This is an optimization exercise on Yosys and OpenROAD, whose aim is small area and few clock cycles per item, not a production implementation.
Function was checked by simulation only, so behaviour that the tests miss may differ from the original.
Power is estimated from default activity; no workload was simulated.

File: design/flow/config.mk
export PLATFORM = sky130hd
export DESIGN_NAME = positional_insert_erase_list
export DESIGN_NICKNAME = positional_insert_erase_list
export VERILOG_FILES = /design/flow/design.v
export SDC_FILE = /design/flow/constraint.sdc
export NUM_CORES = 4
export LEC_CHECK = 0
export CAP_MARGIN = 20
export CORE_MARGIN = 2
export CORE_UTILIZATION = 60
export CTS_CLUSTER_DIAMETER = 70
export CTS_CLUSTER_SIZE = 30
export PLACE_DENSITY = 0.9
export SLEW_MARGIN = 20
export SYNTH_HIERARCHICAL = 1
export SYNTH_MINIMUM_KEEP_SIZE = 0
File: design/flow/standard.sh
#!/bin/bash
# synth_recipe.tcl (not shown) runs the flow's synth.tcl, then flattens the netlist and writes it again
# the make line also repeats each setting of config.mk as NAME=value (left out here)
make -C /OpenROAD-flow-scripts/flow DESIGN_CONFIG=/design/flow/config.mk WORK_HOME=/design/flow/orfs CLKGATE_MAP_FILE= SYNTH_SCRIPT=/design/flow/synth_recipe.tcl "${@:-finish}"
File: design/flow/flow/run.sh
#!/bin/bash
# The standard layout, with two changes: clock tree synthesis adds no dummy
# loads (the cluster settings are those of config.mk), and the port buffers
# are buf_1 cells. Each step's full output is in orfs/logs; the make run's
# own output goes to standard.log.
set -euo pipefail
export CTS_ARGS="-sink_clustering_enable -repair_clock_nets -sink_clustering_size 30 -sink_clustering_max_diameter 70 -dont_use_dummy_load"
export BUFFER_PORTS_ARGS="-buffer_cell sky130_fd_sc_hd__buf_1"
bash standard.sh finish > standard.log 2>&1
File: design/flow/design.v
package plie_pkg;
  localparam int WordW  = 32;
  localparam int PosW   = 6;
  localparam int OpW    = 3;
  localparam int StatW  = 2;
  typedef enum logic [OpW-1:0] {
    OP_APPEND = 3'd0,
    OP_REMOVE = 3'd1,
    OP_INSERT = 3'd2,
    OP_ERASE  = 3'd3,
    OP_READ   = 3'd4
  } op_t;
  typedef enum logic [StatW-1:0] {
    ST_OK    = 2'd0,
    ST_FULL  = 2'd1,
    ST_RANGE = 2'd2,
    ST_EMPTY = 2'd3
  } status_t;
  typedef enum logic [1:0] {
    CELL_HOLD  = 2'd0,
    CELL_LOAD  = 2'd1,   
    CELL_SHIFT = 2'd2    
  } cell_op_t;
  typedef struct packed {
    cell_op_t           op;
    logic [WordW-1:0]   value;
  } cell_cmd_t;
endpackage
module plie_cell (
  input  logic                          clk,
  input  logic                          we,
  input  logic [plie_pkg::WordW-1:0]    value,
  output logic [plie_pkg::WordW-1:0]    entry
);
  always_ff @(posedge clk) begin
    if (we) begin
      entry <= value;
    end
  end
endmodule
module plie_map_next #(
  parameter int INDEX = 0,
  parameter int SW    = 5
) (
  input  logic          rst,
  input  logic          rst_n,
  input  logic          sel_h,
  input  logic          sel_l,
  input  logic          sel_r,
  input  logic          sel_m,
  input  logic [SW-1:0] q,
  input  logic [SW-1:0] left,
  input  logic [SW-1:0] right,
  input  logic [SW-1:0] move,
  output logic [SW-1:0] d
);
  localparam logic [SW-1:0] Init = SW'(INDEX);
  for (genvar b = 0; b < SW; b++) begin : g_bit
    logic any;
    if (INDEX == 0) begin : g_no_left
      assign any = (sel_h && q[b]) || (sel_r && right[b]) || (sel_m && move[b]);
    end else begin : g_left
      assign any = (sel_h && q[b]) || (sel_l && left[b]) ||
                   (sel_r && right[b]) || (sel_m && move[b]);
    end
    if (Init[b]) begin : g_one
      assign d[b] = any || !rst_n;
    end else begin : g_zero
      assign d[b] = any && !rst;
    end
  end
endmodule
module plie_sel_bit #(
  parameter int N = 32
) (
  input  logic [N-1:0] sel,
  input  logic [N-1:0] bits,
  output logic         y
);
  localparam int F = N / 3;
  localparam int R = N % 3;
  localparam int G = F + ((R > 0) ? 1 : 0);
  logic [G-1:0] grp_n;
  for (genvar g = 0; g < F; g++) begin : g_grp
    plie_aoi222 u_aoi (
      .s (sel[3*g +: 3]),
      .b (bits[3*g +: 3]),
      .y (grp_n[g])
    );
  end
  if (R > 0) begin : g_rest
    assign grp_n[F] = !(|(sel[N-1:3*F] & bits[N-1:3*F]));
  end
  assign y = !(&grp_n);
endmodule
module plie_aoi222 (
  input  logic [2:0] s,
  input  logic [2:0] b,
  output logic       y
);
  assign y = !(|(s & b));
endmodule
module plie_onehot #(
  parameter int N  = 32,
  parameter int SW = 5
) (
  input  logic          en,
  input  logic [SW-1:0] slot,
  output logic [N-1:0]  sel
);
  for (genvar j = 0; j < N; j++) begin : g_sel
    assign sel[j] = en && (slot == SW'(j));
  end
endmodule
module plie_pos_dec #(
  parameter int N  = 32,
  parameter int SW = 5
) (
  input  logic [SW-1:0] p,
  output logic [N-1:0]  ge,
  output logic [N-1:0]  at
);
  for (genvar i = 0; i < N; i++) begin : g_dec
    assign ge[i] = (SW'(i) >= p);
    assign at[i] = (SW'(i) == p);
  end
endmodule
module positional_insert_erase_list #(
  parameter int CAPACITY = 32
) (
  input  logic        clk,
  input  logic        rst,
  input  logic        s_tvalid,
  output logic        s_tready,
  input  logic [39:0] s_tdata,    
  input  logic [2:0]  s_tuser,    
  output logic        m_tvalid,
  input  logic        m_tready,
  output logic [39:0] m_tdata,    
  output logic [1:0]  m_tuser     
);
  localparam int CW   = $clog2(CAPACITY + 1);
  localparam int SW   = (CAPACITY > 1) ? $clog2(CAPACITY) : 1;
  localparam int CMPW = (CW > plie_pkg::PosW) ? CW : plie_pkg::PosW;
  localparam logic [CMPW-1:0] Cap = CMPW'(CAPACITY);
  localparam int Last = CAPACITY - 1;
  logic [CW-1:0]               cnt;
  logic [CW-1:0]               cnt_next;
  logic [CMPW-1:0]             cnt_ext;
  logic [CMPW-1:0]             pos_ext;
  logic [CMPW-1:0]             ins_pos;
  logic                        s_acc;
  logic                        full;
  logic                        empty;
  plie_pkg::op_t               op;
  plie_pkg::status_t           status_next;
  logic                        do_ins;
  logic                        do_era;
  logic                        rd_sel;
  logic [plie_pkg::WordW-1:0]  in_value;
  logic [SW-1:0]               map     [CAPACITY];
  logic [SW-1:0]               map_pos;
  logic [plie_pkg::WordW-1:0]  entry   [CAPACITY];
  localparam int LW = (SW > 1) ? 2 : 1;
  localparam int HW = (SW > LW) ? SW - LW : 1;
  logic [(1<<LW)-1:0]          rd_lo_n;
  logic [(1<<HW)-1:0]          rd_hi_n;
  plie_pkg::status_t           status;
  logic [plie_pkg::WordW-1:0]  read_word;
  assign s_acc    = s_tvalid && s_tready;
  assign s_tready = !m_tvalid || m_tready;
  assign op       = plie_pkg::op_t'(s_tuser);
  assign in_value = s_tdata[37:6];
  assign pos_ext  = CMPW'(s_tdata[5:0]);
  assign cnt_ext  = CMPW'(cnt);
  assign full     = (cnt_ext >= Cap);
  assign empty    = (cnt == '0);
  always_comb begin
    cnt_next    = cnt;
    status_next = plie_pkg::ST_OK;
    do_ins      = 1'b0;
    do_era      = 1'b0;
    rd_sel      = 1'b0;
    ins_pos     = pos_ext;
    unique case (op)
      plie_pkg::OP_APPEND: begin
        ins_pos = cnt_ext;
        if (full) begin
          status_next = plie_pkg::ST_FULL;
        end else begin
          do_ins   = 1'b1;
          cnt_next = cnt + CW'(1);
        end
      end
      plie_pkg::OP_REMOVE: begin
        if (empty) begin
          status_next = plie_pkg::ST_EMPTY;
        end else begin
          cnt_next = cnt - CW'(1);
        end
      end
      plie_pkg::OP_INSERT: begin
        if (pos_ext > cnt_ext) begin
          status_next = plie_pkg::ST_RANGE;
        end else if (full) begin
          status_next = plie_pkg::ST_FULL;
        end else begin
          do_ins   = 1'b1;
          cnt_next = cnt + CW'(1);
        end
      end
      plie_pkg::OP_ERASE: begin
        if (empty) begin
          status_next = plie_pkg::ST_EMPTY;
        end else if (pos_ext >= cnt_ext) begin
          status_next = plie_pkg::ST_RANGE;
        end else begin
          do_era   = 1'b1;
          cnt_next = cnt - CW'(1);
        end
      end
      plie_pkg::OP_READ: begin
        if (empty) begin
          status_next = plie_pkg::ST_EMPTY;
        end else if (pos_ext >= cnt_ext) begin
          status_next = plie_pkg::ST_RANGE;
        end else begin
          rd_sel = 1'b1;
        end
      end
      default: begin
      end
    endcase
    if (!s_acc) begin
      do_ins = 1'b0;
      do_era = 1'b0;
    end
  end
  logic [CAPACITY-1:0] ge;
  logic [CAPACITY-1:0] at;
  plie_pos_dec #(
    .N  (CAPACITY),
    .SW (SW)
  ) u_pos_dec (
    .p  (ins_pos[SW-1:0]),
    .ge (ge),
    .at (at)
  );
  for (genvar b = 0; b < SW; b++) begin : g_map_pos
    logic [CAPACITY-1:0] bits;
    for (genvar i = 0; i < CAPACITY; i++) begin : g_bit
      assign bits[i] = map[i][b];
    end
    plie_sel_bit #(
      .N (CAPACITY)
    ) u_sel (
      .sel  (at),
      .bits (bits),
      .y    (map_pos[b])
    );
  end
  logic do_mv;
  assign do_mv = do_ins || do_era;
  for (genvar i = 0; i < CAPACITY; i++) begin : g_map
    logic          sel_h;    
    logic          sel_l;    
    logic          sel_r;    
    logic          sel_m;    
    logic [SW-1:0] left;
    logic [SW-1:0] right;
    logic [SW-1:0] d;
    if (i == 0) begin : g_first
      assign left  = '0;
      assign sel_l = 1'b0;
    end else begin : g_mid_l
      assign left  = map[i-1];
      assign sel_l = do_ins && ge[i-1];
    end
    if (i == Last) begin : g_last
      assign right = map_pos;
    end else begin : g_mid_r
      assign right = map[i+1];
    end
    assign sel_h = !(do_mv && ge[i]);
    assign sel_r = do_era && ge[i];
    assign sel_m = do_ins && at[i];
    plie_map_next #(
      .INDEX (i),
      .SW    (SW)
    ) u_next (
      .rst   (rst),
      .rst_n (!rst),
      .sel_h (sel_h),
      .sel_l (sel_l),
      .sel_r (sel_r),
      .sel_m (sel_m),
      .q     (map[i]),
      .left  (left),
      .right (right),
      .move  (map[Last]),
      .d     (d)
    );
    always_ff @(posedge clk) begin
      map[i] <= d;
    end
  end
  logic [CAPACITY-1:0] we;
  plie_onehot #(
    .N  (CAPACITY),
    .SW (SW)
  ) u_we (
    .en   (do_ins),
    .slot (map[Last]),
    .sel  (we)
  );
  for (genvar j = 0; j < CAPACITY; j++) begin : g_slot
    plie_cell u_cell (
      .clk   (clk),
      .we    (we[j]),
      .value (in_value),
      .entry (entry[j])
    );
  end
  always_ff @(posedge clk) begin
    if (rst) begin
      cnt      <= '0;
      m_tvalid <= 1'b0;
    end else begin
      if (s_acc) begin
        cnt      <= cnt_next;
        m_tvalid <= 1'b1;
      end else if (m_tready) begin
        m_tvalid <= 1'b0;
      end
    end
  end
  always_ff @(posedge clk) begin
    if (s_acc) begin
      for (int k = 0; k < (1 << LW); k++) begin
        rd_lo_n[k] <= !(rd_sel && (map_pos[LW-1:0] == LW'(k)));
      end
      for (int k = 0; k < (1 << HW); k++) begin
        rd_hi_n[k] <= !(rd_sel && ((SW > LW) ? (HW'(map_pos >> LW) == HW'(k)) : 1'b1));
      end
      status    <= status_next;
    end
  end
  logic [CAPACITY-1:0] rd_oh;
  for (genvar j = 0; j < CAPACITY; j++) begin : g_rd_oh
    assign rd_oh[j] = !(rd_lo_n[j % (1 << LW)] || rd_hi_n[j >> LW]);
  end
  for (genvar b = 0; b < plie_pkg::WordW; b++) begin : g_rd
    logic [CAPACITY-1:0] bits;
    for (genvar j = 0; j < CAPACITY; j++) begin : g_bit
      assign bits[j] = entry[j][b];
    end
    plie_sel_bit #(
      .N (CAPACITY)
    ) u_sel (
      .sel  (rd_oh),
      .bits (bits),
      .y    (read_word[b])
    );
  end
  assign m_tdata = {2'b00, CMPW'(cnt), read_word};
  assign m_tuser = status;
endmodule
File: design/flow/constraint.sdc
create_clock -name core_clock -period 5.0 [get_ports {clk}]
set_input_delay 1.0000 -clock core_clock [delete_from_list [all_inputs] [get_ports {clk}]]
set_output_delay 1.0000 -clock core_clock [all_outputs]
set_load 0.01 [all_outputs]
==> notes.md <==
## worst max-delay path: stages (launching register included)
cell and delay [ps]:
edfxtp_1 830, nor2_2 370, buf_4 350, a222oi_1 440
nand4_1 420, or4_4 550, buf_1 160
## flip-flops by register name, summed over array words and instances, names as in the netlist
name	cells
map	160
rd_lo_n	4
g_slot.u_cell.entry	1024
status	2
m_tvalid	1
rd_hi_n	8
cnt	6
## how the worst min path moves through the flow
| stage | start | endpoint | slack (ps) | cells after the start |
|---|---|---|---|---|
| floorplan | map[22][2] | map[22][2] | 480 | 2 |
| detailed placement | map[3][0] | map[3][0] | 520 | 2 |
| global placement | map[3][0] | map[3][0] | 510 | 2 |
| finish | map[1][0] | map[1][0] | 540 | 2 |
| global route | map[13][0] | map[13][0] | 560 | 2 |
| CTS | map[11][1] | map[11][1] | 540 | 2 |
## cells by family after synthesis
family / synth area share (%)
mux: 0.167
compound gates: 14.8
xor+xnor: 0.0971
simple gates: 7.46
other cells: 0.0167
buf+inv: 0.597
fa+ha+maj: 0.322
flops: 76.5
## stage by stage
stage               cells  total power (W)  setup slack (ps)
floorplan            2673           0.0115               113
global placement     3764           0.0117               414
detailed placement   3765           0.0118               225
CTS                  3817           0.0162               305
global route         3822           0.0166               282
finish               3822           0.0162               252
## modules after synthesis, one instance, submodules excluded, a selection
module / cell area, µm² / cells
plie_aoi222: 10.0 / 1
plie_cell: 961 / 32
positional_insert_erase_list: 5490 / 476
## metal layers
metal / share of wire [%] / vias to the layer above / track usage (%)
met5: 0.020 / - / 0
met4: 6.4 / 4 / 18.5
met3: 15 / 673 / 6.64
met2: 47 / 3215 / 53.4
met1: 31 / 14383 / 40.9
li1: - / 12136 / -
## cell usage in the layout, fill, tap and decap left out, types with 5 or more instances in the layout
| cell type | n |
|---|---|
| a31oi_1 | 5 |
| nand4_1 | 76 |
| or4_4 | 39 |
| inv_1 | 14 |
| a222oi_1 | 455 |
| nand2_1 | 169 |
| ha_1 | 10 |
| a21oi_1 | 90 |
| nor2_4 | 52 |
| buf_1 | 60 |
| edfxtp_1 | 1038 |
| clkbuf_16 | 52 |
| a22oi_1 | 150 |
| nor3_1 | 8 |
| and2_1 | 99 |
| a22o_1 | 37 |
| clkbuf_2 | 24 |
| nor2_2 | 13 |
| buf_4 | 66 |
| nand3_1 | 87 |
| dfxtp_1 | 167 |
| buf_12 | 10 |
| o21ai_0 | 7 |
| xnor2_1 | 5 |
| nor2_1 | 50 |
| nand2b_1 | 6 |
## power breakdown
group | total [W] | internal [W] | switching, W
clock network | 0.00469 | 0.00186 | 0.00283
registers | 0.0110 | 0.0109 | 0.0000668
logic | 0.000548 | 0.000143 | 0.000405
total | 0.0162 | 0.0129 | 0.00330
## cell type report
class | instances | area, µm²
multi-input cells | 1414 | 10700
repair buffers | 165 | 1120
clock buffers | 52 | 1300
flip-flops and latches | 1205 | 34500
well taps | 969 | 1210
inverters | 15 | 56.3
fillers | 4638 | 25500
diodes | 2 | 5.00
==> results.cfg <==
[place]
hpwl_mm = 74.0
portBuffers = 86
gp_congestion = 0.960
dpl_cell_area_um2 = 47500

[critical_path]
cp_max_fo = 18
reg2reg_depth = 10
arrival_ps = 3750
critPathLaunchType = register
r2r_start = cnt[5]
r2r_end = g_slot[20].u_cell.entry[12]
endpoint_kind = output pin
r2r_setup_slack_ps = 1130
path_class = reg2out
crit_path_start = rd_lo_n[0]
required_ps = 4000
timing.critical_path.to = m_tdata[24]

[timing]
skew_ps = 111
worstMarginPinSlew_ps = 1320
setup_viol = 0
whs_ps = 537
slew_violations = 0
fin_crit_sh_pct = 95.0
clock.fmax_mhz = 211
hold_violations = 0
period_needed_ps = 4750
slew_headroom_pct = 11.6
final.setup.tns_ps = 0
rsz0062_at_grt = false

[cts]
clk_pin_slew_ps = 100
numCtsBuffers = 52
cts_tree = yes
clock_latency_ps = 700
cts.hold.buffers_added = 0
cts.sinks = 1205
cts_resized = 0
post-cts-setup-buffers = 0
htreeDepth = 2
clock_path_buffers = 3
cts_root_buf = clkbuf_16

[route]
drt-total-wl_mm = 129
drcViolationCount = 0
drtIter0Drc = 8114
drt-pass1-iter-count = 14
wire_per_inst_um = 33.7
drtAntennaViolNets = 0
vias = 30411
vias_per_cell = 7.96

[power_and_ir_drop]
p_leak_nw = 15.2
irDropWorstVdd_mv = 0.303
p_per_area_nw_per_um2 = 332

[yosys]
yosysMostFrequentCell = edfxtp_1
synth.avg_cell_area_um2 = 16.9
ys_types = 56
synth-seq-area-share_pct = 76.5
yosysTopAreaCell = edfxtp_1
synth_seq_cells = 1205
synth_top_cell_area_share_pct = 69.1
synth-edff-count = 1038
ys_top_cells_by_area = edfxtp_1 (69%), a222oi_1 (10%), dfxtp_1 (7.4%)
yosys_warnings = 11
synth-main-ff-cell = edfxtp_1
mappedNetlistArea_um2 = 45100
synth_common_cells = edfxtp_1 (1,038), a222oi_1 (455), nand2_1 (169)
async_flop_share_pct = 0
syn_inst = 2672

[global_routing]
grt_pass1_wl_mm = 189
overflow = 0
grt_max_degree = 88
grt_use_total_pct = 32.6
grt_pass1_vias = 30076
antenna_found_initial = 6

[floorplan]
ios = 91
core-area_um2 = 74400
die_x_um = 278
rows = 100
initial_core_util_pct = 60.6
dieArea_um2 = 77400
die_h_um = 278

[cells_and_area]
final_nets = 2911
area_growth_pct = 8.52
postLayoutCellArea_um2 = 48900
final_util_pct = 65.7
final_layout_size_suffix_gt1_share_pct = 9.68

[worst_hold_path]
hold_path_class = reg2reg

[outcome]
outcome = complete, no violations

[run]
cap_violations = 0
Testbench counts, summed over its fixed seeds: cycles 6,408, items 6,400.

==> what the ideal ports hide <==
The flow's constraints put no driver on any port. The routed layout listed below was extracted and timed again, unchanged, in two steps.
Step 1 sets driving cells, clkbuf_16 on the clock port and buf_2 on the other inputs (assumed; they add their load-dependent delay and slew).
Step 2 also shifts input and output timing later by t, the mid clock arrival at the registers, as if the neighbouring blocks saw the same clock.
Slacks: no drivers / after step 1 / after step 2; pairs: no drivers / after step 1.
t, ns: 0.695
setup WS [ns]: 0.252 / 0.190 / 0.072
hold WS [ns]: 0.537 / 0.537 / 0.537
slew at the worst register clock pin (ns): 0.12 / 0.12
pins driven straight from the clock port: 1
After both steps setup and hold are still met in this run. The setup slack of this run moves by -0.062 ns with the drivers and by -0.180 ns with both steps.
